Background: an optimization exercise with open tools, aiming at small area. Do not read the settings as production practice. Only simulation tests tie the RTL to the original design; equivalence was not proved. Power figures rest on the tool's default switching activity, not on a simulated workload.

== v17 ==
## umi_packet_merge_multi
module umi_packet_merge_multi #(
  parameter int CW      = 32,
  parameter int AW      = 64,
  parameter int IDW     = 64,
  parameter int ODW     = 256,
  parameter int TIMEOUT = 16
) (
  input  logic           clk,
  input  logic           reset,
  input  logic           flush,
  input  logic           umi_in_valid,
  input  logic [CW-1:0]  umi_in_cmd,
  input  logic [AW-1:0]  umi_in_dstaddr,
  input  logic [AW-1:0]  umi_in_srcaddr,
  input  logic [IDW-1:0] umi_in_data,
  output logic           umi_in_ready,
  output logic           umi_out_valid,
  output logic [CW-1:0]  umi_out_cmd,
  output logic [AW-1:0]  umi_out_dstaddr,
  output logic [AW-1:0]  umi_out_srcaddr,
  output logic [ODW-1:0] umi_out_data,
  input  logic           umi_out_ready,
  output logic           busy
);
clock: 12.0 ns
lec_check: 0
cap_margin: 20
core_area: 4 4 222 222
cts_buf_list: sky130_fd_sc_hd__clkbuf_4
cts_cluster_diameter: 50
cts_cluster_size: 8
die_area: 0 0 226 226
slew_margin: 20
synth_hierarchical: 1
synth_minimum_keep_size: 0
standard.sh (not shown) runs the stock make flow with config.mk's settings and CLKGATE_MAP_FILE= SYNTH_SCRIPT=/design/flow/synth_recipe.tcl, a recipe that flattens the netlist after the stock synthesis.
==> flow/flow/run.sh <==
#!/bin/bash
# Standard layout with three changes:
#  - synthesis maps logic with an area-oriented ABC script (flow/abc_area_map.script,
#    the ORFS speed script with delay relaxed and without ABC's buffering/upsizing);
#    the rest of the synthesis, and so every register, is the standard one;
#  - plain buf_1 cells as the port buffers;
#  - a clock tree of small clusters of clkbuf_4 built without dummy loads.
set -e
cp standard.sh standard_sh_copy.log
export BUFFER_PORTS_ARGS="-buffer_cell sky130_fd_sc_hd__buf_1"
export CTS_ARGS="-sink_clustering_enable -repair_clock_nets -dont_use_dummy_load -buf_list {sky130_fd_sc_hd__clkbuf_4} -sink_clustering_size 8 -sink_clustering_max_diameter 50"
rm -rf synth_scripts
cp -r "$FLOW_HOME/scripts" synth_scripts
cp flow/abc_area_map.script synth_scripts/abc_speed.script
bash standard.sh SCRIPTS_DIR="$PWD/synth_scripts" synth > synth.log 2>&1
bash standard.sh > standard.log 2>&1
==> flow/flow/abc_area_map.script <==
&get -n
&st
&dch
&nf -R 1000 -p
&st
&syn2
&if -g -K 6
&synch2
&nf -R 1000 -p
&st
&syn2
&if -g -K 6
&synch2
&nf -R 1000 -p
&st
&syn2
&if -g -K 6
&synch2
&nf -R 1000 -p
&st
&syn2
&if -g -K 6
&synch2
&nf -R 1000 -p
&st
&syn2
&if -g -K 6
&synch2
&nf -R 1000 -p
&put
topo
stime -c
dnsize -c
v17: flow completed, timing, DRC and antenna clean
Modified inputs, v56 compared to v17
Settings: DIE_AREA changed from 0 0 226 226 to 0 0 320 130; CTS_CLUSTER_SIZE changed from 8 to 7; CTS_CLUSTER_DIAMETER changed from 50 to 40; CORE_AREA changed from 4 4 222 222 to 4 4 316 126.
==> flow/flow/run.sh <==
#!/bin/bash
# Standard layout, with plain buf_1 cells as the port buffers and a clock
# tree of clusters of at most 7 sinks on clkbuf_4 built without dummy loads.
set -e
cp standard.sh standard_sh_copy.log
export BUFFER_PORTS_ARGS="-buffer_cell sky130_fd_sc_hd__buf_1"
export CTS_ARGS="-sink_clustering_enable -repair_clock_nets -dont_use_dummy_load -buf_list {sky130_fd_sc_hd__clkbuf_4} -sink_clustering_size 7 -sink_clustering_max_diameter 40"
bash standard.sh > standard.log 2>&1
removed: flow/flow/abc_area_map.script
Findings:
Of v17 and v56, v56 shows the lower overall power, with v17 above it. When the final numbers for v17 and v56 were put side by side, the combined global-route utilization of all metal layers turned out to be smaller in v17. Looking at peak ir drop on the vdd network across both flows, v56 is the weaker of the two, with v17 ahead. Note that the die outline area recorded for v17 amounts to 1.2 times the value seen in v56. Per the comparison of v56 with v17, final cycle utilization of the critical path down 5.6 points, fraction of standard cell area in multi-input logic up 1.5 points.
diff inputs: v56 => v4
Settings: changing CTS_CLUSTER_DIAMETER from 40 to 50; changing DIE_AREA from 0 0 320 130 to 0 0 226 226; changing CORE_AREA from 4 4 316 126 to 4 4 222 222; changing CTS_CLUSTER_SIZE from 7 to 8.
==> flow/flow/run.sh <==
#!/bin/bash
# Standard layout, with plain buf_1 cells as the port buffers and a clock
# tree of small clusters of clkbuf_4 built without dummy loads.
set -e
cp standard.sh standard_sh_copy.log
export BUFFER_PORTS_ARGS="-buffer_cell sky130_fd_sc_hd__buf_1"
export CTS_ARGS="-sink_clustering_enable -repair_clock_nets -dont_use_dummy_load -buf_list {sky130_fd_sc_hd__clkbuf_4} -sink_clustering_size 8 -sink_clustering_max_diameter 50"
bash standard.sh > standard.log 2>&1
Findings:
- v4: all stages complete, timing, DRC and antenna checks passed
- v4 against v56: clock-buffer cell count down 2; die area saw an increase; power density over cell area shows an increase of 0.82%; amount of wire on met2 after detailed routing climbed 21%; overall routed net length rose 17%.
- Compared with v56, critical path depth in v4 increased by a few percent.
- v4 ends up with higher clock latency on the worst-skew pair than v56 does.
Modified inputs, v43 compared to v4
Settings: setting CORE_UTILIZATION to 65 for the first time; removing CORE_AREA (formerly 4 4 222 222); removing DIE_AREA (formerly 0 0 226 226); setting CORE_MARGIN to 2 for the first time.
[summary]
- v43: it failed with a tool error in 3_2_place_iop, so there are no final results.
- [compare] base=v4 new=v43: mean instance size in the synthesized netlist stayed essentially flat; width of the die fell by about 20%; synthesized netlist cell count stayed essentially flat.
- Synthesized area essentially unchanged between v43 and v4.
- Compared with v4, in v43 die span in y decreased about 20%, starting density of the core increased 23 points, standard-cell row count decreased 15.
Input-level comparison between v11 and v43:
Settings: setting DIE_AREA to 0 0 320 130 for the first time; removing CORE_MARGIN (formerly 2); removing CORE_UTILIZATION (formerly 65); setting CORE_AREA to 4 4 316 126 for the first time.
==> comparison <==
v11 ended with every stage complete and zero timing, DRC or antenna violations.
Summary of v11 over v43: per-instance average area after synthesis shows no meaningful change; combined area of all synthesized cells level; starting density of the core fell 12 points; horizontal extent of the die shows an increase of about 80%; number of standard cells after synthesis did not really move.
Going from v43 to v11, cell row count shrank by more than a quarter.
Y dimension of the die: higher on v43

[static timing again, ports no longer ideal]
The results above use ideal ports. As a check the final layouts listed here were re-extracted and re-timed, cells and wires unchanged.
Step 1 (the two cells are an assumption about what drives the block):
set clk [get_ports {clk}]
set_driving_cell -lib_cell sky130_fd_sc_hd__clkbuf_16 $clk
set_driving_cell -lib_cell sky130_fd_sc_hd__buf_2 [delete_from_list [all_inputs] $clk]
Step 2 also shifts input and output timing later by t, the mid clock arrival at the registers, as if the neighbouring blocks saw the same clock.
Three values: ideal ports, drivers, drivers and shift; two values: the first two.
run	t, ns	setup WS [ns]	hold WS [ns]	worst setup path after step 2	pins driven straight from the clock port
v17	0.828	1.395 / 1.342 / 2.170	0.471 / 0.471 / 0.471	register to output	1
v56	0.808	2.073 / 2.019 / 2.828	0.470 / 0.470 / 0.470	register to output	1
v4	0.822	1.932 / 1.880 / 2.702	0.470 / 0.470 / 0.470	register to output	1
v11	0.818	2.098 / 2.044 / 2.862	0.471 / 0.471 / 0.471	register to output	1
After both steps every run listed still meets setup and hold.
